From an optimization exercise on the open Yosys and OpenROAD flow, aimed at small area; shortcuts taken in it are not production practice. Function was checked by simulation only, so behaviour that the tests miss may differ from the original. Power and IR drop assume default switching activity.

==> flow/design.v <==
`timescale 1ns/1ps
package prize_pkg;
	localparam int GRID_COLS = 10;
	localparam int GRID_ROWS = 7;
	function automatic logic [1:0] level_map(input int layer, input int lvl,
			input int row, input int col);
		logic [1:0] k;
		k = 2'd0;
		if (layer == 0 && lvl == 0) begin
			if (row == 1 && (col == 1 || col == 2 || col == 3)) k = 2'd1;
			if (row == 2 && col == 7) k = 2'd2;
			if (row == 4 && (col == 0 || col == 9)) k = 2'd1;
			if (row == 4 && col == 5) k = 2'd2;
			if (row == 6 && (col == 2 || col == 3)) k = 2'd1;
		end else if (layer == 0 && lvl == 1) begin
			if (row == 0 && col == 9) k = 2'd2;
			if (row == 1) k = 2'd1;
			if (row == 3 && (col == 4 || col == 5)) k = 2'd1;
			if (row == 5 && col == 0) k = 2'd2;
			if (row == 5 && col == 8) k = 2'd1;
		end else if (layer == 1 && lvl == 0) begin
			if (row == 3 && col == 2) k = 2'd1;
			if (row == 4 && col == 5) k = 2'd1;
		end else if (layer == 1 && lvl == 1) begin
			if (row == 2 && col == 6) k = 2'd1;
		end
		level_map = k;
	endfunction
endpackage
`timescale 1ns/1ps
`timescale 1ns/1ps
`timescale 1ns/1ps
`timescale 1ns/1ps
module prize_field (
	input  logic        clk,
	input  logic        resetN,
	input  logic [10:0] pixel_x,
	input  logic [10:0] pixel_y,
	input  logic [10:0] player_x,
	input  logic [10:0] player_y,
	input  logic        prize_hit,
	input  logic        block_hit,
	input  logic [3:0]  hit_edge,
	input  logic        level,
	input  logic        next_level,
	input  logic        player_alive,
	input  logic [9:0]  random_bits,
	output logic        draw,
	output logic [2:0]  prize_kind,
	output logic [10:0] tile_left,
	output logic [10:0] tile_top,
	output logic [1:0]  color_variant
);
	logic rl, nrl, lv, ld0, ld1;
	assign rl  = !resetN || next_level || !player_alive;
	assign nrl = !rl;
	assign lv  = resetN && level;
	assign ld0 = rl && !lv;
	assign ld1 = rl && lv;
	logic lvq;
	always_ff @(posedge clk) lvq <= rl ? lv : lvq;
	logic [9:0] q_col;
	logic [6:0] q_row;
	logic [6:0] take_row;
	logic [6:0] bump_row;
	always_comb begin
		for (int c = 0; c < 10; c++) q_col[c] = (player_x[10:6] == 5'(c));
		for (int r = 0; r < 7; r++) q_row[r] = (player_y[10:6] == 5'(r));
	end
	assign take_row = {7{prize_hit && nrl}} & q_row;
	assign bump_row = {7{block_hit && (hit_edge == 4'b0100) && !prize_hit && nrl}} & q_row;
	logic take0_row2;
	assign take0_row2 = take_row[2] && !lvq;
	logic take0_row4;
	assign take0_row4 = take_row[4] && !lvq;
	logic take1_row1;
	assign take1_row1 = take_row[1] && lvq;
	logic l1_0_0;
	always_ff @(posedge clk) l1_0_0 <= (l1_0_0 && nrl) || (bump_row[0] && q_col[0]);
	logic l1_0_1;
	always_ff @(posedge clk) l1_0_1 <= (l1_0_1 && nrl) || (bump_row[0] && q_col[1]);
	logic l1_0_2;
	always_ff @(posedge clk) l1_0_2 <= (l1_0_2 && nrl) || (bump_row[0] && q_col[2]);
	logic l1_0_3;
	always_ff @(posedge clk) l1_0_3 <= (l1_0_3 && nrl) || (bump_row[0] && q_col[3]);
	logic l1_0_4;
	always_ff @(posedge clk) l1_0_4 <= (l1_0_4 && nrl) || (bump_row[0] && q_col[4]);
	logic l1_0_5;
	always_ff @(posedge clk) l1_0_5 <= (l1_0_5 && nrl) || (bump_row[0] && q_col[5]);
	logic l1_0_6;
	always_ff @(posedge clk) l1_0_6 <= (l1_0_6 && nrl) || (bump_row[0] && q_col[6]);
	logic l1_0_7;
	always_ff @(posedge clk) l1_0_7 <= (l1_0_7 && nrl) || (bump_row[0] && q_col[7]);
	logic l1_0_8;
	always_ff @(posedge clk) l1_0_8 <= (l1_0_8 && nrl) || (bump_row[0] && q_col[8]);
	logic l1_0_9;
	always_ff @(posedge clk) l1_0_9 <= (l1_0_9 && nrl) || (bump_row[0] && q_col[9]);
	logic e0_0_9;
	always_ff @(posedge clk) e0_0_9 <= (e0_0_9 && nrl) || (take_row[0] && q_col[9]) || ld0;
	logic l1_1_0;
	always_ff @(posedge clk) l1_1_0 <= (l1_1_0 && nrl) || (bump_row[1] && q_col[0]);
	logic l1_1_1;
	always_ff @(posedge clk) l1_1_1 <= (l1_1_1 && nrl) || (bump_row[1] && q_col[1]);
	logic e0_1_1;
	always_ff @(posedge clk) e0_1_1 <= (e0_1_1 && nrl) || (take_row[1] && q_col[1]);
	logic l1_1_2;
	always_ff @(posedge clk) l1_1_2 <= (l1_1_2 && nrl) || (bump_row[1] && q_col[2]);
	logic e0_1_2;
	always_ff @(posedge clk) e0_1_2 <= (e0_1_2 && nrl) || (take_row[1] && q_col[2]);
	logic l1_1_3;
	always_ff @(posedge clk) l1_1_3 <= (l1_1_3 && nrl) || (bump_row[1] && q_col[3]);
	logic e0_1_3;
	always_ff @(posedge clk) e0_1_3 <= (e0_1_3 && nrl) || (take_row[1] && q_col[3]);
	logic l1_1_4;
	always_ff @(posedge clk) l1_1_4 <= (l1_1_4 && nrl) || (bump_row[1] && q_col[4]);
	logic e0_1_4;
	always_ff @(posedge clk) e0_1_4 <= (e0_1_4 && nrl) || (take_row[1] && q_col[4]) || ld0;
	logic l1_1_5;
	always_ff @(posedge clk) l1_1_5 <= (l1_1_5 && nrl) || (bump_row[1] && q_col[5]);
	logic l1_1_6;
	always_ff @(posedge clk) l1_1_6 <= (l1_1_6 && nrl) || (bump_row[1] && q_col[6]);
	logic e0_1_6;
	always_ff @(posedge clk) e0_1_6 <= (e0_1_6 && nrl) || (take_row[1] && q_col[6]) || ld0;
	logic l1_1_7;
	always_ff @(posedge clk) l1_1_7 <= (l1_1_7 && nrl) || (bump_row[1] && q_col[7]);
	logic l1_1_8;
	always_ff @(posedge clk) l1_1_8 <= (l1_1_8 && nrl) || (bump_row[1] && q_col[8]);
	logic e0_1_8;
	always_ff @(posedge clk) e0_1_8 <= (e0_1_8 && nrl) || (take_row[1] && q_col[8]) || ld0;
	logic l1_1_9;
	always_ff @(posedge clk) l1_1_9 <= (l1_1_9 && nrl) || (bump_row[1] && q_col[9]);
	logic l1_2_0;
	always_ff @(posedge clk) l1_2_0 <= (l1_2_0 && nrl) || (bump_row[2] && q_col[0]);
	logic l1_2_1;
	always_ff @(posedge clk) l1_2_1 <= (l1_2_1 && nrl) || (bump_row[2] && q_col[1]);
	logic l1_2_2;
	always_ff @(posedge clk) l1_2_2 <= (l1_2_2 && nrl) || (bump_row[2] && q_col[2]);
	logic l1_2_3;
	always_ff @(posedge clk) l1_2_3 <= (l1_2_3 && nrl) || (bump_row[2] && q_col[3]);
	logic l1_2_4;
	always_ff @(posedge clk) l1_2_4 <= (l1_2_4 && nrl) || (bump_row[2] && q_col[4]);
	logic l1_2_5;
	always_ff @(posedge clk) l1_2_5 <= (l1_2_5 && nrl) || (bump_row[2] && q_col[5]);
	logic l1_2_6;
	always_ff @(posedge clk) l1_2_6 <= (l1_2_6 && nrl) || (bump_row[2] && q_col[6]) || ld1;
	logic l1_2_7;
	always_ff @(posedge clk) l1_2_7 <= (l1_2_7 && nrl) || (bump_row[2] && q_col[7]);
	logic e0_2_7;
	always_ff @(posedge clk) e0_2_7 <= (e0_2_7 && nrl) || (q_col[7] && (take0_row2 || take1_row1));
	logic l1_2_8;
	always_ff @(posedge clk) l1_2_8 <= (l1_2_8 && nrl) || (bump_row[2] && q_col[8]);
	logic l1_2_9;
	always_ff @(posedge clk) l1_2_9 <= (l1_2_9 && nrl) || (bump_row[2] && q_col[9]);
	logic l1_3_0;
	always_ff @(posedge clk) l1_3_0 <= (l1_3_0 && nrl) || (bump_row[3] && q_col[0]);
	logic l1_3_1;
	always_ff @(posedge clk) l1_3_1 <= (l1_3_1 && nrl) || (bump_row[3] && q_col[1]);
	logic l1_3_2;
	always_ff @(posedge clk) l1_3_2 <= (l1_3_2 && nrl) || (bump_row[3] && q_col[2]) || ld0;
	logic l1_3_3;
	always_ff @(posedge clk) l1_3_3 <= (l1_3_3 && nrl) || (bump_row[3] && q_col[3]);
	logic l1_3_4;
	always_ff @(posedge clk) l1_3_4 <= (l1_3_4 && nrl) || (bump_row[3] && q_col[4]);
	logic e0_3_4;
	always_ff @(posedge clk) e0_3_4 <= (e0_3_4 && nrl) || (take_row[3] && q_col[4]) || ld0;
	logic l1_3_5;
	always_ff @(posedge clk) l1_3_5 <= (l1_3_5 && nrl) || (bump_row[3] && q_col[5]);
	logic e0_3_5;
	always_ff @(posedge clk) e0_3_5 <= (e0_3_5 && nrl) || (take_row[3] && q_col[5]) || ld0;
	logic l1_3_6;
	always_ff @(posedge clk) l1_3_6 <= (l1_3_6 && nrl) || (bump_row[3] && q_col[6]);
	logic l1_3_7;
	always_ff @(posedge clk) l1_3_7 <= (l1_3_7 && nrl) || (bump_row[3] && q_col[7]);
	logic l1_3_8;
	always_ff @(posedge clk) l1_3_8 <= (l1_3_8 && nrl) || (bump_row[3] && q_col[8]);
	logic l1_3_9;
	always_ff @(posedge clk) l1_3_9 <= (l1_3_9 && nrl) || (bump_row[3] && q_col[9]);
	logic l1_4_0;
	always_ff @(posedge clk) l1_4_0 <= (l1_4_0 && nrl) || (bump_row[4] && q_col[0]);
	logic e0_4_0;
	always_ff @(posedge clk) e0_4_0 <= (e0_4_0 && nrl) || (q_col[0] && (take0_row4 || take1_row1));
	logic l1_4_1;
	always_ff @(posedge clk) l1_4_1 <= (l1_4_1 && nrl) || (bump_row[4] && q_col[1]);
	logic l1_4_2;
	always_ff @(posedge clk) l1_4_2 <= (l1_4_2 && nrl) || (bump_row[4] && q_col[2]);
	logic l1_4_3;
	always_ff @(posedge clk) l1_4_3 <= (l1_4_3 && nrl) || (bump_row[4] && q_col[3]);
	logic l1_4_4;
	always_ff @(posedge clk) l1_4_4 <= (l1_4_4 && nrl) || (bump_row[4] && q_col[4]);
	logic l1_4_5;
	always_ff @(posedge clk) l1_4_5 <= (l1_4_5 && nrl) || (bump_row[4] && q_col[5]) || ld0;
	logic e0_4_5;
	always_ff @(posedge clk) e0_4_5 <= (e0_4_5 && nrl) || (q_col[5] && (take0_row4 || take1_row1));
	logic l1_4_6;
	always_ff @(posedge clk) l1_4_6 <= (l1_4_6 && nrl) || (bump_row[4] && q_col[6]);
	logic l1_4_7;
	always_ff @(posedge clk) l1_4_7 <= (l1_4_7 && nrl) || (bump_row[4] && q_col[7]);
	logic l1_4_8;
	always_ff @(posedge clk) l1_4_8 <= (l1_4_8 && nrl) || (bump_row[4] && q_col[8]);
	logic l1_4_9;
	always_ff @(posedge clk) l1_4_9 <= (l1_4_9 && nrl) || (bump_row[4] && q_col[9]);
	logic e0_4_9;
	always_ff @(posedge clk) e0_4_9 <= (e0_4_9 && nrl) || (q_col[9] && (take0_row4 || take1_row1));
	logic l1_5_0;
	always_ff @(posedge clk) l1_5_0 <= (l1_5_0 && nrl) || (bump_row[5] && q_col[0]);
	logic e0_5_0;
	always_ff @(posedge clk) e0_5_0 <= (e0_5_0 && nrl) || (take_row[5] && q_col[0]) || ld0;
	logic l1_5_1;
	always_ff @(posedge clk) l1_5_1 <= (l1_5_1 && nrl) || (bump_row[5] && q_col[1]);
	logic l1_5_2;
	always_ff @(posedge clk) l1_5_2 <= (l1_5_2 && nrl) || (bump_row[5] && q_col[2]);
	logic l1_5_3;
	always_ff @(posedge clk) l1_5_3 <= (l1_5_3 && nrl) || (bump_row[5] && q_col[3]);
	logic l1_5_4;
	always_ff @(posedge clk) l1_5_4 <= (l1_5_4 && nrl) || (bump_row[5] && q_col[4]);
	logic l1_5_5;
	always_ff @(posedge clk) l1_5_5 <= (l1_5_5 && nrl) || (bump_row[5] && q_col[5]);
	logic l1_5_6;
	always_ff @(posedge clk) l1_5_6 <= (l1_5_6 && nrl) || (bump_row[5] && q_col[6]);
	logic l1_5_7;
	always_ff @(posedge clk) l1_5_7 <= (l1_5_7 && nrl) || (bump_row[5] && q_col[7]);
	logic l1_5_8;
	always_ff @(posedge clk) l1_5_8 <= (l1_5_8 && nrl) || (bump_row[5] && q_col[8]);
	logic e0_5_8;
	always_ff @(posedge clk) e0_5_8 <= (e0_5_8 && nrl) || (take_row[5] && q_col[8]) || ld0;
	logic l1_5_9;
	always_ff @(posedge clk) l1_5_9 <= (l1_5_9 && nrl) || (bump_row[5] && q_col[9]);
	logic l1_6_0;
	always_ff @(posedge clk) l1_6_0 <= (l1_6_0 && nrl) || (bump_row[6] && q_col[0]);
	logic l1_6_1;
	always_ff @(posedge clk) l1_6_1 <= (l1_6_1 && nrl) || (bump_row[6] && q_col[1]);
	logic l1_6_2;
	always_ff @(posedge clk) l1_6_2 <= (l1_6_2 && nrl) || (bump_row[6] && q_col[2]);
	logic e0_6_2;
	always_ff @(posedge clk) e0_6_2 <= (e0_6_2 && nrl) || (take_row[6] && q_col[2]) || ld1;
	logic l1_6_3;
	always_ff @(posedge clk) l1_6_3 <= (l1_6_3 && nrl) || (bump_row[6] && q_col[3]);
	logic e0_6_3;
	always_ff @(posedge clk) e0_6_3 <= (e0_6_3 && nrl) || (take_row[6] && q_col[3]) || ld1;
	logic l1_6_4;
	always_ff @(posedge clk) l1_6_4 <= (l1_6_4 && nrl) || (bump_row[6] && q_col[4]);
	logic l1_6_5;
	always_ff @(posedge clk) l1_6_5 <= (l1_6_5 && nrl) || (bump_row[6] && q_col[5]);
	logic l1_6_6;
	always_ff @(posedge clk) l1_6_6 <= (l1_6_6 && nrl) || (bump_row[6] && q_col[6]);
	logic l1_6_7;
	always_ff @(posedge clk) l1_6_7 <= (l1_6_7 && nrl) || (bump_row[6] && q_col[7]);
	logic l1_6_8;
	always_ff @(posedge clk) l1_6_8 <= (l1_6_8 && nrl) || (bump_row[6] && q_col[8]);
	logic l1_6_9;
	always_ff @(posedge clk) l1_6_9 <= (l1_6_9 && nrl) || (bump_row[6] && q_col[9]);
	logic [69:0] t_any;
	assign t_any[0] = l1_0_0;
	assign t_any[1] = l1_0_1;
	assign t_any[2] = l1_0_2;
	assign t_any[3] = l1_0_3;
	assign t_any[4] = l1_0_4;
	assign t_any[5] = l1_0_5;
	assign t_any[6] = l1_0_6;
	assign t_any[7] = l1_0_7;
	assign t_any[8] = l1_0_8;
	assign t_any[9] = l1_0_9 || !e0_0_9;
	assign t_any[10] = l1_1_0 || (!e0_4_0 && lvq);
	assign t_any[11] = l1_1_1 || !e0_1_1;
	assign t_any[12] = l1_1_2 || !e0_1_2;
	assign t_any[13] = l1_1_3 || !e0_1_3;
	assign t_any[14] = l1_1_4 || !e0_1_4;
	assign t_any[15] = l1_1_5 || (!e0_4_5 && lvq);
	assign t_any[16] = l1_1_6 || !e0_1_6;
	assign t_any[17] = l1_1_7 || (!e0_2_7 && lvq);
	assign t_any[18] = l1_1_8 || !e0_1_8;
	assign t_any[19] = l1_1_9 || (!e0_4_9 && lvq);
	assign t_any[20] = l1_2_0;
	assign t_any[21] = l1_2_1;
	assign t_any[22] = l1_2_2;
	assign t_any[23] = l1_2_3;
	assign t_any[24] = l1_2_4;
	assign t_any[25] = l1_2_5;
	assign t_any[26] = l1_2_6;
	assign t_any[27] = l1_2_7 || (!e0_2_7 && !lvq);
	assign t_any[28] = l1_2_8;
	assign t_any[29] = l1_2_9;
	assign t_any[30] = l1_3_0;
	assign t_any[31] = l1_3_1;
	assign t_any[32] = l1_3_2;
	assign t_any[33] = l1_3_3;
	assign t_any[34] = l1_3_4 || !e0_3_4;
	assign t_any[35] = l1_3_5 || !e0_3_5;
	assign t_any[36] = l1_3_6;
	assign t_any[37] = l1_3_7;
	assign t_any[38] = l1_3_8;
	assign t_any[39] = l1_3_9;
	assign t_any[40] = l1_4_0 || (!e0_4_0 && !lvq);
	assign t_any[41] = l1_4_1;
	assign t_any[42] = l1_4_2;
	assign t_any[43] = l1_4_3;
	assign t_any[44] = l1_4_4;
	assign t_any[45] = l1_4_5 || (!e0_4_5 && !lvq);
	assign t_any[46] = l1_4_6;
	assign t_any[47] = l1_4_7;
	assign t_any[48] = l1_4_8;
	assign t_any[49] = l1_4_9 || (!e0_4_9 && !lvq);
	assign t_any[50] = l1_5_0 || !e0_5_0;
	assign t_any[51] = l1_5_1;
	assign t_any[52] = l1_5_2;
	assign t_any[53] = l1_5_3;
	assign t_any[54] = l1_5_4;
	assign t_any[55] = l1_5_5;
	assign t_any[56] = l1_5_6;
	assign t_any[57] = l1_5_7;
	assign t_any[58] = l1_5_8 || !e0_5_8;
	assign t_any[59] = l1_5_9;
	assign t_any[60] = l1_6_0;
	assign t_any[61] = l1_6_1;
	assign t_any[62] = l1_6_2 || !e0_6_2;
	assign t_any[63] = l1_6_3 || !e0_6_3;
	assign t_any[64] = l1_6_4;
	assign t_any[65] = l1_6_5;
	assign t_any[66] = l1_6_6;
	assign t_any[67] = l1_6_7;
	assign t_any[68] = l1_6_8;
	assign t_any[69] = l1_6_9;
	logic [9:0] p_col;
	logic [6:0] p_row;
	logic [6:0] row_any;
	logic       a_any;
	logic       a_gem_d;
	always_comb begin
		for (int c = 0; c < 10; c++) p_col[c] = (pixel_x[10:6] == 5'(c));
		for (int r = 0; r < 7; r++) p_row[r] = (pixel_y[10:6] == 5'(r));
		for (int r = 0; r < 7; r++) row_any[r] = |(t_any[r*10 +: 10] & p_col);
	end
	assign a_any = |(row_any & p_row);
	assign a_gem_d = (p_row[0] && p_col[9] && !e0_0_9) || (p_row[2] && p_col[7] && (!e0_2_7 && !lvq)) || (p_row[4] && p_col[5] && (!e0_4_5 && !lvq)) || (p_row[5] && p_col[0] && !e0_5_0);
	logic [3:0] pc;
	logic [2:0] pr;
	logic [3:0] a_col, b_col, c_col;
	logic [2:0] a_row, b_row, c_row;
	logic       a_gem, b_gem, c_gem;
	logic [1:0] c_cv;
	assign pc = pixel_x[9:6];
	assign pr = pixel_y[8:6];
	always_ff @(posedge clk) begin
		a_col <= {pc[3] | !a_any, pc[2], pc[1] | !a_any, pc[0]};
		a_row <= pr;
		a_gem <= a_gem_d;
		b_col <= a_col;
		b_row <= a_row;
		b_gem <= a_gem;
		c_col <= b_col;
		c_row <= b_row;
		c_gem <= b_gem;
		c_cv  <= {random_bits[b_row], b_col[3] ? random_bits[{3'b100, b_col[0]}] : random_bits[b_col[2:0]]};
	end
	assign draw          = !(c_col[3] && (c_col[2] || c_col[1]));
	assign prize_kind    = {1'b0, c_gem, draw && !c_gem};
	assign tile_left     = {1'b0, c_col, 6'd0};
	assign tile_top      = {2'b00, c_row, 6'd0};
	assign color_variant = c_cv;
endmodule
==> flow/flow/run.sh <==
#!/bin/bash
# The standard layout (standard.sh), with three changes:
#  - synthesis maps the logic with an area-oriented ABC script (synth.tcl,
#    area.abc); flip-flops are mapped as in the standard synthesis;
#  - port buffers are buf_1;
#  - the clock tree uses small clock buffers and no dummy loads.
# Each make step's full log stays under orfs/logs/; the make output as a
# whole goes to make.log here.
set -euo pipefail
here=$(pwd)
# The platform's don't-use cells, and very large cells that timing repair
# would otherwise pick for the one high-fanout net (given on the make command
# line, since ORFS re-runs make for each step without the environment's
# additions to this list).
dont_use="sky130_fd_sc_hd__probe_p_8 sky130_fd_sc_hd__probec_p_8 sky130_fd_sc_hd__lpflow_bleeder_1 sky130_fd_sc_hd__lpflow_clkbufkapwr_1 sky130_fd_sc_hd__lpflow_clkbufkapwr_16 sky130_fd_sc_hd__lpflow_clkbufkapwr_2 sky130_fd_sc_hd__lpflow_clkbufkapwr_4 sky130_fd_sc_hd__lpflow_clkbufkapwr_8 sky130_fd_sc_hd__lpflow_clkinvkapwr_1 sky130_fd_sc_hd__lpflow_clkinvkapwr_16 sky130_fd_sc_hd__lpflow_clkinvkapwr_2 sky130_fd_sc_hd__lpflow_clkinvkapwr_4 sky130_fd_sc_hd__lpflow_clkinvkapwr_8 sky130_fd_sc_hd__lpflow_decapkapwr_12 sky130_fd_sc_hd__lpflow_decapkapwr_3 sky130_fd_sc_hd__lpflow_decapkapwr_4 sky130_fd_sc_hd__lpflow_decapkapwr_6 sky130_fd_sc_hd__lpflow_decapkapwr_8 sky130_fd_sc_hd__lpflow_inputiso0n_1 sky130_fd_sc_hd__lpflow_inputiso0p_1 sky130_fd_sc_hd__lpflow_inputiso1n_1 sky130_fd_sc_hd__lpflow_inputiso1p_1 sky130_fd_sc_hd__lpflow_inputisolatch_1 sky130_fd_sc_hd__lpflow_isobufsrc_1 sky130_fd_sc_hd__lpflow_isobufsrc_16 sky130_fd_sc_hd__lpflow_isobufsrc_2 sky130_fd_sc_hd__lpflow_isobufsrc_4 sky130_fd_sc_hd__lpflow_isobufsrc_8 sky130_fd_sc_hd__lpflow_isobufsrckapwr_16 sky130_fd_sc_hd__lpflow_lsbuf_lh_hl_isowell_tap_1 sky130_fd_sc_hd__lpflow_lsbuf_lh_hl_isowell_tap_2 sky130_fd_sc_hd__lpflow_lsbuf_lh_hl_isowell_tap_4 sky130_fd_sc_hd__lpflow_lsbuf_lh_isowell_4 sky130_fd_sc_hd__lpflow_lsbuf_lh_isowell_tap_1 sky130_fd_sc_hd__lpflow_lsbuf_lh_isowell_tap_2 sky130_fd_sc_hd__lpflow_lsbuf_lh_isowell_tap_4 sky130_fd_sc_hd__buf_12 sky130_fd_sc_hd__buf_16 sky130_fd_sc_hd__buf_6 sky130_fd_sc_hd__buf_8 sky130_fd_sc_hd__bufbuf_16 sky130_fd_sc_hd__bufbuf_8 sky130_fd_sc_hd__bufinv_16 sky130_fd_sc_hd__bufinv_8 sky130_fd_sc_hd__clkbuf_16 sky130_fd_sc_hd__clkbuf_8 sky130_fd_sc_hd__clkinv_16 sky130_fd_sc_hd__clkinv_8 sky130_fd_sc_hd__ebufn_8 sky130_fd_sc_hd__einvn_8 sky130_fd_sc_hd__einvp_8 sky130_fd_sc_hd__inv_12 sky130_fd_sc_hd__inv_16 sky130_fd_sc_hd__inv_6 sky130_fd_sc_hd__inv_8 sky130_fd_sc_hd__mux2_8 sky130_fd_sc_hd__nand2_8 sky130_fd_sc_hd__nor2_8"
export SYNTH_INSBUF=0
export AREA_ABC_SCRIPT=$here/flow/area.abc
export BUFFER_PORTS_ARGS="-buffer_cell sky130_fd_sc_hd__buf_1"
export CTS_ARGS="-sink_clustering_enable -repair_clock_nets -dont_use_dummy_load -buf_list {sky130_fd_sc_hd__clkbuf_2 sky130_fd_sc_hd__clkbuf_4}"
bash standard.sh SYNTH_SCRIPT=$here/flow/synth.tcl SKIP_REPAIR_TIE_FANOUT=1 DONT_USE_CELLS="$dont_use" finish > make.log 2>&1
==> flow/flow/area.abc <==
strash
dc2
&get -n
&dch -f
&nf -a -R 1000
&put
==> flow/flow/synth.tcl <==
# synth_recipe.tcl (the standard synthesis) with one change: ABC maps the
# logic for area with an area-recovering script, and only with the
# smallest drive strength of each cell (placement and timing repair
# resize where needed). Flip-flops are mapped before ABC runs, as before.
proc synth {args} { yosys synth -nofsm -noshare {*}$args }
proc abc {args} {
  set out {}
  set skip 0
  foreach a $args {
    if {$skip} { set skip 0; continue }
    if {$a eq "-script"} {
      set skip 1
      continue
    }
    lappend out $a
  }
  foreach p {_2 _3 _4 _6 _8 _12 _16} { lappend out -dont_use "*$p" }
  yosys abc -script $::env(AREA_ABC_SCRIPT) {*}$out
}
source $::env(SCRIPTS_DIR)/synth.tcl
# left out here: clear keep_hierarchy, flatten, clean up, hide names made inside functions, write 1_2_yosys.v
==> flow/standard.sh <==
#!/bin/bash
# synth_recipe.tcl (not shown) runs the flow's synth.tcl, then flattens the netlist and writes it again
# the make line also repeats each setting of config.mk as NAME=value (left out here)
make -C /OpenROAD-flow-scripts/flow DESIGN_CONFIG=/design/flow/config.mk WORK_HOME=/design/flow/orfs CLKGATE_MAP_FILE= SYNTH_SCRIPT=/design/flow/synth_recipe.tcl "${@:-finish}"
==> flow/config.mk <==
export PLATFORM = sky130hd
export DESIGN_NAME = prize_field
export DESIGN_NICKNAME = prize_field
export VERILOG_FILES = /design/flow/design.v
export SDC_FILE = /design/flow/constraint.sdc
export NUM_CORES = 4
export LEC_CHECK = 0
export CAP_MARGIN = 0
export CORE_MARGIN = 2
export CORE_UTILIZATION = 65
export GPL_TIMING_DRIVEN = 0
export SLEW_MARGIN = 0
==> flow/constraint.sdc <==
create_clock -name core_clock -period 5.0 [get_ports {clk}]
set_input_delay 1.0000 -clock core_clock [delete_from_list [all_inputs] [get_ports {clk}]]
set_output_delay 1.0000 -clock core_clock [all_outputs]
set_load 0.01 [all_outputs]
==> impl_metrics.csv, run 1 <==
group,metric,value,unit
status,status,"timing/DRC/antenna clean",
place,cell_area_after_placement,0.004484,sq mm
logic_synthesis,synth_area_per_cell,8.795,sq um
worst_setup_path,crit_arrival,4.02,ns
timing,tightest_slew,1.225,ns
worst_setup_path,critPathKind,"in2reg",
pwr,power.sequential.fraction,63.9,%
logic_synthesis,synth_cells,475,
die,fp-row-count,29,
route,avgViaCountPerCell,6.186,
worst_setup_path,r2r_setup_slack,2.51,ns
timing,timing.final.ws_setup,1.373,ns
clock_network,htree_num_levels,4,
place,gp_routability_congestion,0.9294,
pwr,clockPowerShare,29.6,%
clock_network,postCtsSetupBuffers,0,
logic_synthesis,synth-compound-area-share,20.96,%
hold_path,min_from,"a_col[0]",
logic_synthesis,post_synth_instance_area,0.004178,sq mm
pwr,leakage,1.576,nW
die,initial_utilization,66.55,%
logic_synthesis,number_of_flops_mapped_to_enable_cells_by_yosys,1,
hold_path,type_of_the_most_critical_hold_path,"reg2reg",
timing,grt_setup_unrepaired,"no",
pwr,vdd_ir_drop_max,0.0003005,V
final_layout,synthToLayoutAreaGrowth,10.51,%
route,route.antenna.remaining_nets,0,
pwr,combinational_power_share,6.5,%
timing,maxSlewHeadroom,17.69,%
final_layout,num_antenna_cells,0,
final_layout,layout-drive-gt1-share,3.663,%
timing,number_of_setup_violations_in_the_final_report,0,
final_layout,finalCoreUtilization,73.55,%
pwr,power,1.469,mW
global_routing,largest_net_degree_at_the_start_of_global_routing,50,
die,floorplan.io_pins,93,
route,vias,3854,
global_routing,global_routing_usage_on_met3,7.670,%
worst_setup_path,critPathMaxStageDelay,0.94,ns
run,max-cap-violations,0,
worst_setup_path,cp.buffers_inverters,2,
final_layout,layoutNonFillerInstCount,623,
global_routing,grt_antenna_before_repair,0,
logic_synthesis,post_synth_fa_ha_maj_area_fraction,0,%
clock_network,clk_pin_slew,0.08,ns
logic_synthesis,synth_xor_xnor_area_share,0,%
logic_synthesis,synth_top_family_by_area,"compound AO/OA/AOI/OAI gates",
logic_synthesis,yosys_register_bits,114,
logic_synthesis,ys.flop_type,"sky130_fd_sc_hd__dfxtp_1",
pwr,p_per_area,318.1,mW/mm^2
timing,fin_skew,0.02728,ns
clock_network,cts_tree,"built",
worst_setup_path,critPathTopFamily,"simple AND/OR/NAND/NOR gates",
clock_network,cts.sink_count,114,
hold_path,holdPathEnd,"b_col[0]",
clock_network,cts_root_buffer,"sky130_fd_sc_hd__clkbuf_4",
route,initial_drt_markers,404,
worst_setup_path,crit_required,5.39,ns
worst_setup_path,worst-path-max-fanout,43,
logic_synthesis,synthMuxAreaShare,2.366,%
route,drt-wirelength-per-cell,17.69,um
worst_setup_path,crit_path_cell_trace,"buf_1 -> nand2_1 -> nor2_4 -> clkinv_1 -> nor4_1 -> nand2_1 -> o21ai_0",
global_routing,grt_first_pass_wirelength,17.21,mm
pwr,power_report.internal_total,1.114,mW
clock_network,numCtsBuffers,17,
timing,period_needed,3.627,ns
timing,setup-tns-final,0,ns
logic_synthesis,post_synthesis_async_set_or_reset_flop_share,0,%
worst_setup_path,critical-path-top-cell-by-count,"sky130_fd_sc_hd__nand2_1",
logic_synthesis,mappedNetlistNets,540,
global_routing,global_route.usage.met2,50.07,%
final_layout,layout_commonest_cell,"sky130_fd_sc_hd__dfxtp_1",
worst_setup_path,critPathCaptureType,"register",
global_routing,grt_remaining_overflow,0,
timing,report.final.hold_viol_count,0,
place,place_ws,0.9470,ns
worst_setup_path,worstRegToRegCells,9,
global_routing,top_usage_layer,"met2",
die,coreArea,0.006277,sq mm
clock_network,post_cts.resized_instances,0,
final_layout,most-common-layout-cells,"113 x sky130_fd_sc_hd__dfxtp_1, 101 x sky130_fd_sc_hd__o21ai_0, 99 x sky130_fd_sc_hd__nand2_1",
route,drc,0,
timing,timing.final.crit_share,72.54,%
timing,report.final.slew_viol_count,0,
clock_network,clk-insertion-delay-late,0.51,ns
final_layout,final_design_area_no_fill,0.004617,sq mm
place,port-buffer-count,52,
logic_synthesis,seq_area_frac_synth,54.87,%
pwr,p_sw_share,24.18,%
logic_synthesis,synth_simple_gate_area_share,20.55,%
die,floorplan.die.width,84.17,um
worst_setup_path,critical-path-slowest-cell,"sky130_fd_sc_hd__nor4_1",
logic_synthesis,synth_cell_types,34,
worst_setup_path,timing.critical_path.from_type,"input pin",
timing,hold-worst-slack,0.3260,ns
place,place_inst,605,
global_routing,vias_in_the_first_global_route,3407,
worst_setup_path,worst_reg2reg_path_endpoint,"a_col[3]",
die,dieArea,0.007085,sq mm
place,dpl.hpwl,7.661,mm
hold_path,holdPathStages,0,
route,drt_first_pass_iters,9,
global_routing,grt.met1_usage,43.44,%
worst_setup_path,rr_startpoint,"lvq",
pwr,switching_power,0.3552,mW
final_layout,finish.net_count,613,
logic_synthesis,synth_warnings,1,
clock_network,clk_path_buf_depth,2,
timing,peak_freq,275.7,MHz
global_routing,globalRouteTotalUtil,32.15,%
route,drt_wl_total,11.02,mm
clock_network,cts_hold_buf,0,
die,dieHeight,84.17,um
## how the worst max path moves through the flow
stage | start | endpoint | slack [ns] | depth (start not counted)
6_report | resetN | l1_2_9 | 1.37 | 7
5_1_grt | resetN | l1_2_7 | 1.15 | 7
4_1_cts | resetN | l1_2_5 | 1.45 | 7
3_5_place_dp | resetN | l1_2_5 | 0.95 | 7
3_3_place_gp | resetN | l1_2_4 | -1.24 | 7
2_1_floorplan | player_alive | l1_0_0 | 0.38 | 6
## area by class of cell
cell class	count	area [sq um]
well taps	77	96.34
clock buffers	17	127.6
inverters	13	48.80
multi-input cells	348	1844
fillers	505	1660
flip-flops and latches	114	2292
repair buffers	54	207.7
## cell families (layout without fill, tap and decap cells)
logic type	count (synthesis)	in the layout
AND/OR/NAND/NOR	189	189
AO/OA/AOI/OAI	153	153
flip-flops	114	114
buffers and inverters	13	84
multiplexers	5	5
other	1	1
## layer usage
layer	vias to the layer above	part of all wire, %
li1	1847	-
met1	1771	42
met2	203	46
met3	33	9.8
met4	0	2.8
met5	-	0
## worst reg2reg max path: stages (launching register included)
cell and delay [ns]:
sky130_fd_sc_hd__edfxtp_1 0.57, sky130_fd_sc_hd__nor2b_1 0.21, sky130_fd_sc_hd__o21ai_0 0.16, sky130_fd_sc_hd__nand4_1 0.17
sky130_fd_sc_hd__a2111oi_0 0.52, sky130_fd_sc_hd__nand4_1 0.16, sky130_fd_sc_hd__nand3_1 0.11, sky130_fd_sc_hd__a31oi_1 0.07
sky130_fd_sc_hd__or3_1 0.40, sky130_fd_sc_hd__nand2b_1 0.08
## synthesized netlist by cell type (all sizes together) (3+ instances only)
master	n	area, sq um
nand3	14	70.07
mux4	3	78.83
o21ai	101	505.5
nand4	5	31.28
clkinv	13	48.80
a222oi	9	90.09
a21oi	17	85.08
dfxtp	113	2262
a22oi	3	22.52
nor3	11	55.05
a31oi	3	18.77
nand2b	12	75.07
nand2	99	371.6
nor2b	10	62.56
o22ai	6	37.54
nor2	23	86.33
a221oi	5	43.79
or3	4	25.02
## flip-flops by register name, indices dropped and copies added (netlist names), 2 cells and up
name,flops
c_col,4
a_col,4
c_row,3
c_cv,2
a_row,3
b_row,3
b_col,4
## power groups by stage
stage / Combinational (mW) / Clock, mW / Sequential [mW]
5_1_grt: 0.104 / 0.469 / 0.940
6_report: 0.0956 / 0.435 / 0.939
2_1_floorplan: 0.0526 / 0 / 0.958
4_1_cts: 0.0936 / 0.433 / 0.938
3_3_place_gp: 0.0893 / 0 / 0.958
3_5_place_dp: 0.0932 / 0 / 0.960
==> inputs of run 2 (changes only) <==
--- a/flow/config.mk
+++ b/flow/config.mk
@@ -7,6 +7,6 @@
 export LEC_CHECK = 0
 export CAP_MARGIN = 0
 export CORE_MARGIN = 2
-export CORE_UTILIZATION = 65
+export CORE_UTILIZATION = 55
 export GPL_TIMING_DRIVEN = 0
 export SLEW_MARGIN = 0
==> run 2 against run 1 <==
Still clean. Register-to-register slack better by 0.07 ns. Flip-flop and latch count stayed put. Non-clock buffer count stayed put. Utilization is 9.8 points lower. Highest routed layer unchanged.
==> impl_metrics.csv, run 2 <==
group,metric,value,unit
logic_synthesis,synth_warnings,1,
global_routing,grt_remaining_overflow,0,
pwr,vdd_ir_drop_max,0.0001851,V
die,floorplan.io_pins,93,
route,initial_drt_markers,341,
timing,tightest_slew,1.249,ns
logic_synthesis,post_synth_instance_area,0.004178,sq mm
final_layout,most-common-layout-cells,"113 x sky130_fd_sc_hd__dfxtp_1, 101 x sky130_fd_sc_hd__o21ai_0, 99 x sky130_fd_sc_hd__nand2_1",
worst_setup_path,critPathTopFamily,"simple AND/OR/NAND/NOR gates",
run,max-cap-violations,0,
die,coreArea,0.007292,sq mm
route,avgViaCountPerCell,5.828,
logic_synthesis,most_frequent_cell_after_synthesis,"sky130_fd_sc_hd__dfxtp_1",
die,initial_utilization,57.29,%
logic_synthesis,synth_cell_types,34,
worst_setup_path,crit_arrival,3.90,ns
place,dpl.hpwl,7.787,mm
final_layout,layoutNonFillerInstCount,645,
logic_synthesis,seq_area_frac_synth,54.87,%
clock_network,cts_hold_buf,0,
timing,grt_setup_unrepaired,"no",
status,status,"timing/DRC/antenna clean",
logic_synthesis,mappedNetlistNets,540,
route,route.antenna.remaining_nets,0,
clock_network,cts_tree,"built",
pwr,leakage,1.577,nW
timing,report.final.hold_viol_count,0,
logic_synthesis,yosysTopAreaCellShare,54.15,%
worst_setup_path,critPathMaxStageDelay,0.88,ns
logic_synthesis,post_synthesis_async_set_or_reset_flop_share,0,%
clock_network,post_cts.resized_instances,0,
die,floorplan.die.width,91.16,um
route,drc,0,
timing,timing.final.crit_share,70.38,%
worst_setup_path,crit_path_cell_trace,"buf_1 -> nand2_1 -> nor2_4 -> buf_4 -> clkinv_1 -> nor4_1 -> nand2_1 -> o21ai_0",
worst_setup_path,critPathCaptureType,"register",
timing,fin_skew,0.03373,ns
logic_synthesis,ys.flop_type,"sky130_fd_sc_hd__dfxtp_1",
final_layout,layout_commonest_cell,"sky130_fd_sc_hd__dfxtp_1",
place,port-buffer-count,52,
logic_synthesis,yosys_register_bits,114,
logic_synthesis,synth_cells,475,
clock_network,cts.sink_count,114,
route,drt-wirelength-per-cell,17.45,um
die,fp-row-count,31,
final_layout,layout-drive-gt1-share,3.663,%
logic_synthesis,netlist_top_cells_area,"sky130_fd_sc_hd__dfxtp_1 54%, sky130_fd_sc_hd__o21ai_0 12%, sky130_fd_sc_hd__nand2_1 8.9%",
worst_setup_path,critical-path-slowest-cell,"sky130_fd_sc_hd__nor4_1",
worst_setup_path,critical-path-top-cell-by-count,"sky130_fd_sc_hd__nand2_1",
place,place_ws,0.9741,ns
clock_network,postCtsSetupBuffers,0,
pwr,p_per_area,314.5,mW/mm^2
place,gp_routability_congestion,0.9273,
clock_network,cts_root_buffer,"sky130_fd_sc_hd__clkbuf_4",
die,dieHeight,91.16,um
global_routing,globalRouteTotalUtil,28.84,%
timing,timing.final.ws_setup,1.481,ns
logic_synthesis,synth_area_per_cell,8.795,sq um
route,drt_wl_total,11.26,mm
final_layout,synthToLayoutAreaGrowth,11.23,%
timing,peak_freq,284.2,MHz
clock_network,numCtsBuffers,17,
global_routing,grt_first_pass_wirelength,18.05,mm
logic_synthesis,synth_commonest_cells,"113 x sky130_fd_sc_hd__dfxtp_1, 101 x sky130_fd_sc_hd__o21ai_0, 99 x sky130_fd_sc_hd__nand2_1, 23 x sky130_fd_sc_hd__nor2_1, 17 x sky130_fd_sc_hd__a21oi_1",
global_routing,vias_in_the_first_global_route,3405,
timing,period_needed,3.519,ns
final_layout,largest_registers,"a_col: 4 flops, b_col: 4 flops, c_col: 4 flops",
final_layout,num_antenna_cells,0,
clock_network,clk_path_buf_depth,2,
worst_setup_path,cp.buffers_inverters,3,
timing,maxSlewHeadroom,16.09,%
timing,number_of_setup_violations_in_the_final_report,0,
timing,setup-tns-final,0,ns
worst_setup_path,worst-path-max-fanout,27,
logic_synthesis,number_of_flops_mapped_to_enable_cells_by_yosys,1,
clock_network,clk_pin_slew,0.08,ns
clock_network,htree_num_levels,4,
die,dieArea,0.008309,sq mm
place,place_inst,628,
logic_synthesis,post-synth-top-area-cell,"sky130_fd_sc_hd__dfxtp_1",
final_layout,finish.net_count,613,
clock_network,clk-insertion-delay-late,0.50,ns
worst_setup_path,crit_required,5.39,ns
route,drt_first_pass_iters,6,
worst_setup_path,timing.critical_path.from_type,"input pin",
timing,report.final.slew_viol_count,0,
hold_path,type_of_the_most_critical_hold_path,"reg2reg",
worst_setup_path,critPathKind,"in2reg",
global_routing,grt_antenna_before_repair,0,
global_routing,largest_net_degree_at_the_start_of_global_routing,43,
route,vias,3759,
==> run 2: cell counts after synthesis <==
No cell type changed its count.
==> run 2: cell families (layout without fill, tap and decap cells) <==
kind of cell           count (synthesis)  in the layout  synth area share, %
other                                  1              1              0.08976
AOI/OAI and AO/OA                    153            153                20.96
buffers and inverters                 13             84                1.168
and+or+nand+nor                      189            189                20.54
muxes                                  5              5                2.366
DFF                                  114            114                54.87
==> run 2: final timing paths <==
| path | startpoint | slack (ns) | cells past startpoint | end |
|---|---|---|---|---|
| worst max register to register | lvq | 2.58 | 9 | a_col[3] |
| worst min-delay path | a_row[2] | 0.32 | 0 | b_row[2] |
| worst min register to register | a_row[2] | 0.32 | 0 | b_row[2] |
| worst max-delay path | resetN | 1.48 | 8 | l1_0_9 |
==> run 2: per-stage QoR <==
stage	hold slack [ns]	area (sq um)	total power [mW]	utilization, %
floorplan	0.3096	4180	1.011	-
global placement	0.3101	4499	1.050	61.70
detailed placement	0.3121	4519	1.053	61.98
CTS	0.3269	4647	1.468	63.73
global route	0.3332	4647	1.525	63.73
finish	0.3246	4647	1.461	63.73
==> run 2: cell type report <==
class | count | area [sq um]
repair buffers | 54 | 210.2
flip-flops and latches | 114 | 2292
clock buffers | 17 | 127.6
inverters | 13 | 48.80
multi-input cells | 348 | 1844
fillers | 711 | 2645
well taps | 99 | 123.9
==> run 2: where the power goes <==
part	leakage (nW)	switching [mW]	internal, mW
Clock	0.0782	0.273	0.155
Combinational	0.567	0.0634	0.0323
Sequential	0.932	0.0113	0.927
==> run 2: layer usage <==
| layer | up-vias | global-route usage, % | part of all wire (%) |
|---|---|---|---|
| met3 | 15 | 8.714 | 7.9 |
| met1 | 1740 | 38.41 | 44 |
| li1 | 1839 | - | - |
| met2 | 165 | 45.68 | 47 |
| met5 | - | 0 | 0 |
| met4 | 0 | 8.081 | 1.7 |
==> inputs of run 3 (changes only) <==
--- a/flow/design.v
+++ b/flow/design.v
@@ -249,88 +249,161 @@
 	always_ff @(posedge clk) l1_6_8 <= (l1_6_8 && nrl) || (bump_row[6] && q_col[8]);
 	logic l1_6_9;
 	always_ff @(posedge clk) l1_6_9 <= (l1_6_9 && nrl) || (bump_row[6] && q_col[9]);
-	logic [69:0] t_any;
-	assign t_any[0] = l1_0_0;
-	assign t_any[1] = l1_0_1;
-	assign t_any[2] = l1_0_2;
-	assign t_any[3] = l1_0_3;
-	assign t_any[4] = l1_0_4;
-	assign t_any[5] = l1_0_5;
-	assign t_any[6] = l1_0_6;
-	assign t_any[7] = l1_0_7;
-	assign t_any[8] = l1_0_8;
-	assign t_any[9] = l1_0_9 || !e0_0_9;
-	assign t_any[10] = l1_1_0 || (!e0_4_0 && lvq);
-	assign t_any[11] = l1_1_1 || !e0_1_1;
-	assign t_any[12] = l1_1_2 || !e0_1_2;
-	assign t_any[13] = l1_1_3 || !e0_1_3;
-	assign t_any[14] = l1_1_4 || !e0_1_4;
-	assign t_any[15] = l1_1_5 || (!e0_4_5 && lvq);
-	assign t_any[16] = l1_1_6 || !e0_1_6;
-	assign t_any[17] = l1_1_7 || (!e0_2_7 && lvq);
-	assign t_any[18] = l1_1_8 || !e0_1_8;
-	assign t_any[19] = l1_1_9 || (!e0_4_9 && lvq);
-	assign t_any[20] = l1_2_0;
-	assign t_any[21] = l1_2_1;
-	assign t_any[22] = l1_2_2;
-	assign t_any[23] = l1_2_3;
-	assign t_any[24] = l1_2_4;
-	assign t_any[25] = l1_2_5;
-	assign t_any[26] = l1_2_6;
-	assign t_any[27] = l1_2_7 || (!e0_2_7 && !lvq);
-	assign t_any[28] = l1_2_8;
-	assign t_any[29] = l1_2_9;
-	assign t_any[30] = l1_3_0;
-	assign t_any[31] = l1_3_1;
-	assign t_any[32] = l1_3_2;
-	assign t_any[33] = l1_3_3;
-	assign t_any[34] = l1_3_4 || !e0_3_4;
-	assign t_any[35] = l1_3_5 || !e0_3_5;
-	assign t_any[36] = l1_3_6;
-	assign t_any[37] = l1_3_7;
-	assign t_any[38] = l1_3_8;
-	assign t_any[39] = l1_3_9;
-	assign t_any[40] = l1_4_0 || (!e0_4_0 && !lvq);
-	assign t_any[41] = l1_4_1;
-	assign t_any[42] = l1_4_2;
-	assign t_any[43] = l1_4_3;
-	assign t_any[44] = l1_4_4;
-	assign t_any[45] = l1_4_5 || (!e0_4_5 && !lvq);
-	assign t_any[46] = l1_4_6;
-	assign t_any[47] = l1_4_7;
-	assign t_any[48] = l1_4_8;
-	assign t_any[49] = l1_4_9 || (!e0_4_9 && !lvq);
-	assign t_any[50] = l1_5_0 || !e0_5_0;
-	assign t_any[51] = l1_5_1;
-	assign t_any[52] = l1_5_2;
-	assign t_any[53] = l1_5_3;
-	assign t_any[54] = l1_5_4;
-	assign t_any[55] = l1_5_5;
-	assign t_any[56] = l1_5_6;
-	assign t_any[57] = l1_5_7;
-	assign t_any[58] = l1_5_8 || !e0_5_8;
-	assign t_any[59] = l1_5_9;
-	assign t_any[60] = l1_6_0;
-	assign t_any[61] = l1_6_1;
-	assign t_any[62] = l1_6_2 || !e0_6_2;
-	assign t_any[63] = l1_6_3 || !e0_6_3;
-	assign t_any[64] = l1_6_4;
-	assign t_any[65] = l1_6_5;
-	assign t_any[66] = l1_6_6;
-	assign t_any[67] = l1_6_7;
-	assign t_any[68] = l1_6_8;
-	assign t_any[69] = l1_6_9;
+	logic [69:0] t_l1;
+	logic [69:0] t_l0;
+	assign t_l1[0] = l1_0_0;
+	assign t_l0[0] = 1'b0;
+	assign t_l1[1] = l1_0_1;
+	assign t_l0[1] = 1'b0;
+	assign t_l1[2] = l1_0_2;
+	assign t_l0[2] = 1'b0;
+	assign t_l1[3] = l1_0_3;
+	assign t_l0[3] = 1'b0;
+	assign t_l1[4] = l1_0_4;
+	assign t_l0[4] = 1'b0;
+	assign t_l1[5] = l1_0_5;
+	assign t_l0[5] = 1'b0;
+	assign t_l1[6] = l1_0_6;
+	assign t_l0[6] = 1'b0;
+	assign t_l1[7] = l1_0_7;
+	assign t_l0[7] = 1'b0;
+	assign t_l1[8] = l1_0_8;
+	assign t_l0[8] = 1'b0;
+	assign t_l1[9] = l1_0_9;
+	assign t_l0[9] = !e0_0_9;
+	assign t_l1[10] = l1_1_0;
+	assign t_l0[10] = (!e0_4_0 && lvq);
+	assign t_l1[11] = l1_1_1;
+	assign t_l0[11] = !e0_1_1;
+	assign t_l1[12] = l1_1_2;
+	assign t_l0[12] = !e0_1_2;
+	assign t_l1[13] = l1_1_3;
+	assign t_l0[13] = !e0_1_3;
+	assign t_l1[14] = l1_1_4;
+	assign t_l0[14] = !e0_1_4;
+	assign t_l1[15] = l1_1_5;
+	assign t_l0[15] = (!e0_4_5 && lvq);
+	assign t_l1[16] = l1_1_6;
+	assign t_l0[16] = !e0_1_6;
+	assign t_l1[17] = l1_1_7;
+	assign t_l0[17] = (!e0_2_7 && lvq);
+	assign t_l1[18] = l1_1_8;
+	assign t_l0[18] = !e0_1_8;
+	assign t_l1[19] = l1_1_9;
+	assign t_l0[19] = (!e0_4_9 && lvq);
+	assign t_l1[20] = l1_2_0;
+	assign t_l0[20] = 1'b0;
+	assign t_l1[21] = l1_2_1;
+	assign t_l0[21] = 1'b0;
+	assign t_l1[22] = l1_2_2;
+	assign t_l0[22] = 1'b0;
+	assign t_l1[23] = l1_2_3;
+	assign t_l0[23] = 1'b0;
+	assign t_l1[24] = l1_2_4;
+	assign t_l0[24] = 1'b0;
+	assign t_l1[25] = l1_2_5;
+	assign t_l0[25] = 1'b0;
+	assign t_l1[26] = l1_2_6;
+	assign t_l0[26] = 1'b0;
+	assign t_l1[27] = l1_2_7;
+	assign t_l0[27] = (!e0_2_7 && !lvq);
+	assign t_l1[28] = l1_2_8;
+	assign t_l0[28] = 1'b0;
+	assign t_l1[29] = l1_2_9;
+	assign t_l0[29] = 1'b0;
+	assign t_l1[30] = l1_3_0;
+	assign t_l0[30] = 1'b0;
+	assign t_l1[31] = l1_3_1;
+	assign t_l0[31] = 1'b0;
+	assign t_l1[32] = l1_3_2;
+	assign t_l0[32] = 1'b0;
+	assign t_l1[33] = l1_3_3;
+	assign t_l0[33] = 1'b0;
+	assign t_l1[34] = l1_3_4;
+	assign t_l0[34] = !e0_3_4;
+	assign t_l1[35] = l1_3_5;
+	assign t_l0[35] = !e0_3_5;
+	assign t_l1[36] = l1_3_6;
+	assign t_l0[36] = 1'b0;
+	assign t_l1[37] = l1_3_7;
+	assign t_l0[37] = 1'b0;
+	assign t_l1[38] = l1_3_8;
+	assign t_l0[38] = 1'b0;
+	assign t_l1[39] = l1_3_9;
+	assign t_l0[39] = 1'b0;
+	assign t_l1[40] = l1_4_0;
+	assign t_l0[40] = (!e0_4_0 && !lvq);
+	assign t_l1[41] = l1_4_1;
+	assign t_l0[41] = 1'b0;
+	assign t_l1[42] = l1_4_2;
+	assign t_l0[42] = 1'b0;
+	assign t_l1[43] = l1_4_3;
+	assign t_l0[43] = 1'b0;
+	assign t_l1[44] = l1_4_4;
+	assign t_l0[44] = 1'b0;
+	assign t_l1[45] = l1_4_5;
+	assign t_l0[45] = (!e0_4_5 && !lvq);
+	assign t_l1[46] = l1_4_6;
+	assign t_l0[46] = 1'b0;
+	assign t_l1[47] = l1_4_7;
+	assign t_l0[47] = 1'b0;
+	assign t_l1[48] = l1_4_8;
+	assign t_l0[48] = 1'b0;
+	assign t_l1[49] = l1_4_9;
+	assign t_l0[49] = (!e0_4_9 && !lvq);
+	assign t_l1[50] = l1_5_0;
+	assign t_l0[50] = !e0_5_0;
+	assign t_l1[51] = l1_5_1;
+	assign t_l0[51] = 1'b0;
+	assign t_l1[52] = l1_5_2;
+	assign t_l0[52] = 1'b0;
+	assign t_l1[53] = l1_5_3;
+	assign t_l0[53] = 1'b0;
+	assign t_l1[54] = l1_5_4;
+	assign t_l0[54] = 1'b0;
+	assign t_l1[55] = l1_5_5;
+	assign t_l0[55] = 1'b0;
+	assign t_l1[56] = l1_5_6;
+	assign t_l0[56] = 1'b0;
+	assign t_l1[57] = l1_5_7;
+	assign t_l0[57] = 1'b0;
+	assign t_l1[58] = l1_5_8;
+	assign t_l0[58] = !e0_5_8;
+	assign t_l1[59] = l1_5_9;
+	assign t_l0[59] = 1'b0;
+	assign t_l1[60] = l1_6_0;
+	assign t_l0[60] = 1'b0;
+	assign t_l1[61] = l1_6_1;
+	assign t_l0[61] = 1'b0;
+	assign t_l1[62] = l1_6_2;
+	assign t_l0[62] = !e0_6_2;
+	assign t_l1[63] = l1_6_3;
+	assign t_l0[63] = !e0_6_3;
+	assign t_l1[64] = l1_6_4;
+	assign t_l0[64] = 1'b0;
+	assign t_l1[65] = l1_6_5;
+	assign t_l0[65] = 1'b0;
+	assign t_l1[66] = l1_6_6;
+	assign t_l0[66] = 1'b0;
+	assign t_l1[67] = l1_6_7;
+	assign t_l0[67] = 1'b0;
+	assign t_l1[68] = l1_6_8;
+	assign t_l0[68] = 1'b0;
+	assign t_l1[69] = l1_6_9;
+	assign t_l0[69] = 1'b0;
 	logic [9:0] p_col;
 	logic [6:0] p_row;
-	logic [6:0] row_any;
+	logic [6:0] row_l1;
+	logic [6:0] row_l0;
 	logic       a_any;
 	logic       a_gem_d;
 	always_comb begin
 		for (int c = 0; c < 10; c++) p_col[c] = (pixel_x[10:6] == 5'(c));
 		for (int r = 0; r < 7; r++) p_row[r] = (pixel_y[10:6] == 5'(r));
-		for (int r = 0; r < 7; r++) row_any[r] = |(t_any[r*10 +: 10] & p_col);
+		for (int r = 0; r < 7; r++) row_l1[r] = |(t_l1[r*10 +: 10] & p_col);
+		for (int r = 0; r < 7; r++) row_l0[r] = |(t_l0[r*10 +: 10] & p_col);
 	end
-	assign a_any = |(row_any & p_row);
+	assign a_any = |(row_l1 & p_row) || |(row_l0 & p_row);
 	assign a_gem_d = (p_row[0] && p_col[9] && !e0_0_9) || (p_row[2] && p_col[7] && (!e0_2_7 && !lvq)) || (p_row[4] && p_col[5] && (!e0_4_5 && !lvq)) || (p_row[5] && p_col[0] && !e0_5_0);
 	logic [3:0] pc;
 	logic [2:0] pr;
==> run 3 against run 2 <==
Clock skew is 0.012 ns lower. Area after synthesis decreased by 0.33%. Flip-flop and latch count stayed put. First-iteration DRC count fell by 9.4%. Die area down 0.32%. Final area hardly changed. Worst hold slack worse by 0.012 ns.
==> impl_metrics.csv, run 3 <==
group,metric,value,unit
status,status,"timing/DRC/antenna clean",
final_layout,finish.net_count,601,
worst_setup_path,critPathCaptureType,"register",
worst_setup_path,rr_startpoint,"e0_6_3",
timing,maxSlewHeadroom,10.57,%
logic_synthesis,netlist_top_cells_area,"sky130_fd_sc_hd__dfxtp_1 54%, sky130_fd_sc_hd__o21ai_0 11%, sky130_fd_sc_hd__nand2_1 8.7%",
pwr,vdd_ir_drop_max,0.0001912,V
place,place_ws,1.185,ns
worst_setup_path,critPathKind,"in2reg",
worst_setup_path,worst-path-max-fanout,7,
logic_synthesis,post_synth_fa_ha_maj_area_fraction,0,%
final_layout,layout-drive-gt1-share,4.120,%
logic_synthesis,synth_area_per_cell,8.994,sq um
die,floorplan.die.width,91.01,um
global_routing,largest_net_degree_at_the_start_of_global_routing,37,
clock_network,numCtsBuffers,17,
final_layout,seqCellArea,0.002292,sq mm
place,place_inst,616,
logic_synthesis,synth_cells,463,
clock_network,clk-insertion-delay-late,0.47,ns
final_layout,most-common-layout-cells,"113 x sky130_fd_sc_hd__dfxtp_1, 97 x sky130_fd_sc_hd__nand2_1, 94 x sky130_fd_sc_hd__o21ai_0",
logic_synthesis,number_of_flops_mapped_to_enable_cells_by_yosys,1,
clock_network,cts_tree,"built",
timing,hold-worst-slack,0.3131,ns
global_routing,globalRouteTotalUtil,28.27,%
final_layout,final_design_area_no_fill,0.004643,sq mm
die,fp-row-count,31,
global_routing,grt_remaining_overflow,0,
timing,peak_freq,299.1,MHz
route,drc,0,
logic_synthesis,ys.flop_type,"sky130_fd_sc_hd__dfxtp_1",
logic_synthesis,synth_xor_xnor_area_share,0,%
die,coreArea,0.007292,sq mm
final_layout,fillers,706,
pwr,p_per_area,312.0,mW/mm^2
logic_synthesis,post_synthesis_async_set_or_reset_flop_share,0,%
worst_setup_path,r2r_setup_slack,3.03,ns
logic_synthesis,most_frequent_cell_after_synthesis,"sky130_fd_sc_hd__dfxtp_1",
hold_path,type_of_the_most_critical_hold_path,"reg2reg",
route,route.antenna.remaining_nets,0,
place,gp_routability_congestion,0.8185,
final_layout,num_antenna_cells,0,
die,dieHeight,91.01,um
route,drt_first_pass_iters,6,
timing,grt_setup_unrepaired,"no",
clock_network,cts_hold_buf,0,
worst_setup_path,timing.critical_path.from_type,"input pin",
clock_network,post_cts.resized_instances,0,
clock_network,cts_root_buffer,"sky130_fd_sc_hd__clkbuf_4",
timing,report.final.hold_viol_count,0,
logic_synthesis,post_synth_instance_area,0.004164,sq mm
timing,timing.final.ws_setup,1.657,ns
logic_synthesis,synthMuxAreaShare,2.374,%
worst_setup_path,critPathMaxStageDelay,1.04,ns
clock_network,clk_pin_slew,0.10,ns
final_layout,layout_commonest_cell,"sky130_fd_sc_hd__dfxtp_1",
logic_synthesis,yosysTopAreaCellShare,54.33,%
logic_synthesis,synth_warnings,1,
final_layout,multiInputGateArea,0.001848,sq mm
logic_synthesis,synth-compound-area-share,21.75,%
timing,period_needed,3.343,ns
clock_network,cts.sink_count,114,
worst_setup_path,worst_reg2reg_path_endpoint,"a_col[3]",
hold_path,min_from,"a_row[1]",
place,dpl.hpwl,7.782,mm
global_routing,grt_first_pass_wirelength,17.77,mm
logic_synthesis,seq_area_frac_synth,55.05,%
place,cell_area_after_placement,0.004516,sq mm
place,port-buffer-count,52,
logic_synthesis,mappedNetlistNets,528,
clock_network,postCtsSetupBuffers,0,
hold_path,holdPathStages,0,
logic_synthesis,synth_commonest_cells,"113 x sky130_fd_sc_hd__dfxtp_1, 97 x sky130_fd_sc_hd__nand2_1, 94 x sky130_fd_sc_hd__o21ai_0, 22 x sky130_fd_sc_hd__nor2_1, 17 x sky130_fd_sc_hd__a21oi_1",
worst_setup_path,critical-path-slowest-cell,"sky130_fd_sc_hd__nor3_1",
logic_synthesis,synth_simple_gate_area_share,19.74,%
final_layout,largest_registers,"a_col: 4 flops, b_col: 4 flops, c_col: 4 flops",
clock_network,htree_num_levels,4,
final_layout,synthToLayoutAreaGrowth,11.51,%
route,initial_drt_markers,309,
route,avgViaCountPerCell,5.893,
clock_network,clk_path_buf_depth,2,
route,vias,3730,
timing,fin_skew,0.02166,ns
timing,timing.final.crit_share,66.87,%
run,max-cap-violations,0,
hold_path,holdPathEnd,"b_row[1]",
global_routing,grt_antenna_before_repair,0,
die,initial_utilization,57.10,%
route,drt-wirelength-per-cell,17.73,um
timing,number_of_setup_violations_in_the_final_report,0,
worst_setup_path,worstRegToRegCells,10,
worst_setup_path,crit_arrival,3.71,ns
worst_setup_path,crit_required,5.37,ns
worst_setup_path,crit_path_cell_trace,"buf_1 -> or3_1 -> nor3_1 -> a221oi_1 -> and4_1 -> a311oi_1 -> o21ai_0 -> nand4_1 -> nand2b_1",
logic_synthesis,post-synth-top-area-cell,"sky130_fd_sc_hd__dfxtp_1",
logic_synthesis,synth_cell_types,38,
timing,tightest_slew,1.331,ns
pwr,leakage,1.540,nW
final_layout,finalCoreUtilization,63.68,%
timing,report.final.slew_viol_count,0,
logic_synthesis,synth_top_family_by_area,"compound AO/OA/AOI/OAI gates",
final_layout,layoutNonFillerInstCount,633,
die,floorplan.io_pins,93,
route,drt_wl_total,11.22,mm
logic_synthesis,yosys_register_bits,114,
global_routing,vias_in_the_first_global_route,3368,
die,dieArea,0.008283,sq mm
-- run 3: cell count changes in the layout (fill, tap and decap cells not counted), sizes merged, moves of 3 or more --
| cell | delta |
|---|---|
| nand3 | -5 |
| a22oi | +3 |
| o21ai | -7 |
| nand4 | -3 |
| nor2b | -5 |
| a222oi | +4 |
-- run 3: layout make-up --
class | count | share of cell area, %
Timing Repair Buffer | 54 | 4.527
Sequential cell | 114 | 49.37
Clock buffer | 17 | 2.749
Inverter | 11 | 0.8892
Multi-Input combinational cell | 338 | 39.80
Tap cell | 99 | 2.668
-- run 3: kinds of logic after synthesis --
logic type / Yosys count
AO/OA/AOI/OAI: 152
AND/OR/NAND/NOR: 180
buffers and inverters: 11
multiplexers: 5
flip-flops: 114
other: 1
-- run 3: where the power goes --
part           total [mW]  leakage (nW)  internal [mW]  switching (mW)
combinational      0.0915         0.530         0.0296          0.0619
sequential          0.936         0.932          0.926         0.00974
clock               0.421        0.0782          0.155           0.266
-- run 3: stage by stage --
step,total power [mW],setup TNS [ns]
global placement,1.043,-91.42
global route,1.511,0
floorplan,1.005,0
CTS,1.455,0
finish,1.449,0
detailed placement,1.048,0
-- run 3: worst max path at each step --
| stage | from | end | cells after the start |
|---|---|---|---|
| floorplan | player_alive | l1_0_0 | 6 |
| global placement | resetN | l1_4_0 | 7 |
| detailed placement | pixel_x[8] | a_col[3] | 9 |
| CTS | pixel_x[8] | a_col[3] | 9 |
| global route | resetN | l1_5_5 | 7 |
| finish | pixel_x[8] | a_col[3] | 9 |
-- run 3: critical path: cells and delay by family --
family	cells	cell delay [ns]
AND/OR/NAND/NOR	5	1.96
AO/OA/AOI/OAI	3	0.64
buffers and inverters	1	0.11
-- run 3: per-layer routing --
layer	wire length, um	vias up	GRT usage (%)
met1	4845	1729	37.18
li1	-	1826	-
met4	275	0	10.35
met3	909	20	8.299
met5	0	-	0
met2	5192	155	44.32
==> inputs of run 4 (changes only) <==
--- a/flow/config.mk
+++ b/flow/config.mk
@@ -5,8 +5,8 @@
 export SDC_FILE = /design/flow/constraint.sdc
 export NUM_CORES = 4
 export LEC_CHECK = 0
-export CAP_MARGIN = 0
+export CAP_MARGIN = 10
 export CORE_MARGIN = 2
 export CORE_UTILIZATION = 55
 export GPL_TIMING_DRIVEN = 0
-export SLEW_MARGIN = 0
+export SLEW_MARGIN = 10
==> run 4 against run 3 <==
Still clean on timing, DRC and antenna. Setup slack gained 0.14 ns. Cell count is the same. Non-clock buffer count is the same. Sequential share of layout area shrank 0.053 points. Area after synthesis is the same. Maximum frequency grew 4.3%. Combinational power is essentially flat. Flip-flop and latch count is the same. Critical endpoint is now l1_0_5. Largest power group unchanged. Highest routed layer unchanged.
==> impl_metrics.csv, run 4 <==
group,metric,value,unit
status,status,"timing/DRC/antenna clean",
route,drt-wirelength-per-cell,17.74,um
logic_synthesis,synth_xor_xnor_area_share,0,%
logic_synthesis,synth_cell_types,38,
route,drc,0,
route,drt_wl_total,11.23,mm
route,avgViaCountPerCell,5.896,
clock_network,htree_num_levels,4,
worst_setup_path,crit_required,5.39,ns
pwr,leakage,1.541,nW
die,coreArea,0.007292,sq mm
worst_setup_path,timing.critical_path.to,"l1_0_5",
global_routing,grt_antenna_before_repair,0,
die,floorplan.io_pins,93,
final_layout,layout-drive-gt1-share,4.307,%
final_layout,most-common-layout-cells,"113 x sky130_fd_sc_hd__dfxtp_1, 97 x sky130_fd_sc_hd__nand2_1, 94 x sky130_fd_sc_hd__o21ai_0",
timing,report.final.hold_viol_count,0,
final_layout,layoutNonFillerInstCount,633,
worst_setup_path,setup.worst_path.start,"resetN",
worst_setup_path,critPathCaptureType,"register",
die,fp-row-count,31,
logic_synthesis,mappedNetlistNets,528,
logic_synthesis,most_frequent_cell_after_synthesis,"sky130_fd_sc_hd__dfxtp_1",
die,initial_utilization,57.10,%
final_layout,final_design_area_no_fill,0.004648,sq mm
place,cell_area_after_placement,0.004516,sq mm
clock_network,cts_tree,"built",
logic_synthesis,synth_warnings,1,
final_layout,seqCellArea,0.002292,sq mm
timing,grt_setup_unrepaired,"no",
worst_setup_path,worstRegToRegCells,10,
logic_synthesis,post_synthesis_async_set_or_reset_flop_share,0,%
logic_synthesis,synth_simple_gate_area_share,19.74,%
timing,maxSlewHeadroom,34.49,%
run,max-cap-violations,0,
logic_synthesis,synthMuxAreaShare,2.374,%
clock_network,cts_root_buffer,"sky130_fd_sc_hd__clkbuf_4",
die,dieArea,0.008283,sq mm
timing,number_of_setup_violations_in_the_final_report,0,
worst_setup_path,worst-path-max-fanout,25,
logic_synthesis,post-synth-top-area-cell,"sky130_fd_sc_hd__dfxtp_1",
logic_synthesis,post_synth_instance_area,0.004164,sq mm
logic_synthesis,post_synth_fa_ha_maj_area_fraction,0,%
route,initial_drt_markers,295,
clock_network,postCtsSetupBuffers,0,
worst_setup_path,crit_arrival,3.59,ns
global_routing,globalRouteTotalUtil,28.27,%
worst_setup_path,critPathKind,"in2reg",
logic_synthesis,synth_area_per_cell,8.994,sq um
==> run 4: cell types whose count changed in the layout (fill, tap and decap cells not counted) <==
cell / delta
sky130_fd_sc_hd__nor3_1: -1
sky130_fd_sc_hd__nor3_2: +1
==> run 4: worst min path at each step <==
stage / startpoint / endpoint / slack (ns) / cells after the start
3_3_place_gp: a_col[3] / b_col[3] / 0.31 / 0
6_report: a_row[1] / b_row[1] / 0.31 / 0
4_1_cts: a_row[1] / b_row[1] / 0.32 / 0
5_1_grt: a_row[1] / b_row[1] / 0.31 / 0
2_1_floorplan: a_col[0] / b_col[0] / 0.31 / 0
3_5_place_dp: a_gem / b_gem / 0.31 / 0
==> run 4: area by class of cell <==
class                   instances  area share [%]
clock buffers                  17           2.746
inverters                      11          0.8883
multi-input cells             338           39.87
flip-flops and latches        114           49.31
well taps                      99           2.665
repair buffers                 54           4.522
==> run 4: layer usage <==
| metal | up-vias | share of wire, % | GRT usage (%) |
|---|---|---|---|
| li1 | 1830 | - | - |
| met1 | 1717 | 43 | 37.18 |
| met2 | 157 | 46 | 44.32 |
| met3 | 28 | 8.0 | 8.299 |
| met4 | 0 | 2.8 | 10.35 |
| met5 | - | 0 | 0 |
==> run 4: where the power goes <==
part | internal (mW) | switching [mW] | total, mW
logic | 0.0296 | 0.0621 | 0.0917
clock network | 0.155 | 0.264 | 0.420
registers | 0.926 | 0.00970 | 0.936
total | 1.11 | 0.336 | 1.45
==> run 4: cell families (layout without fill, tap and decap cells) <==
| group | Yosys count | after routing |
|---|---|---|
| AND/OR/NAND/NOR | 180 | 180 |
| AO/OA/AOI/OAI | 152 | 152 |
| flip-flops | 114 | 114 |
| buffers and inverters | 11 | 82 |
| multiplexers | 5 | 5 |
| other | 1 | 1 |
==> run 4: through the flow <==
stage                     hold WS [ns]  worst slack, ns  setup TNS (ns)  utilization (%)  total power, mW
after floorplan                 0.3096           0.4116               0                -            1.005
after global placement          0.3100           -1.335          -91.42            61.51            1.043
after detailed placement        0.3121            1.185               0            61.93            1.048
after CTS                       0.3172            1.705               0            63.68            1.455
after global routing            0.3080            1.419               0            63.74            1.512
final                           0.3119            1.796               0            63.74            1.448

-- static timing again, ports no longer ideal --
No port has a modelled driver above. Below, the same layouts with a new extraction and two added sets of constraints.
Step 1: set_driving_cell puts a clkbuf_16 on clk and a buf_2 on each other input, an assumption about the parent block.
Step 2 adds t to the input delays and takes it off the output delays; t is the mean of the earliest and latest rising clock arrival at the registers after step 1. Input paths then give back, and output paths get back, about the clock's delay inside the block.
a / b / c = ideal / step 1 / step 2; a / b = the first two.
| run | shift t [ns] | setup slack, ns | clock arrival spread, ns |
|---|---|---|---|
| run 1 | 0.525 | 1.373 / 1.380 / 0.855 | 0.036 / 0.036 |
| run 2 | 0.508 | 1.481 / 1.489 / 0.981 | 0.037 / 0.037 |
| run 3 | 0.497 | 1.657 / 1.665 / 1.168 | 0.035 / 0.036 |
| run 4 | 0.497 | 1.796 / 1.802 / 1.304 | 0.035 / 0.035 |
After both steps setup and hold are still met in every run listed. For run 1, which loses most, drivers alone change the setup slack by +0.007 ns; drivers and shift together by -0.518 ns.
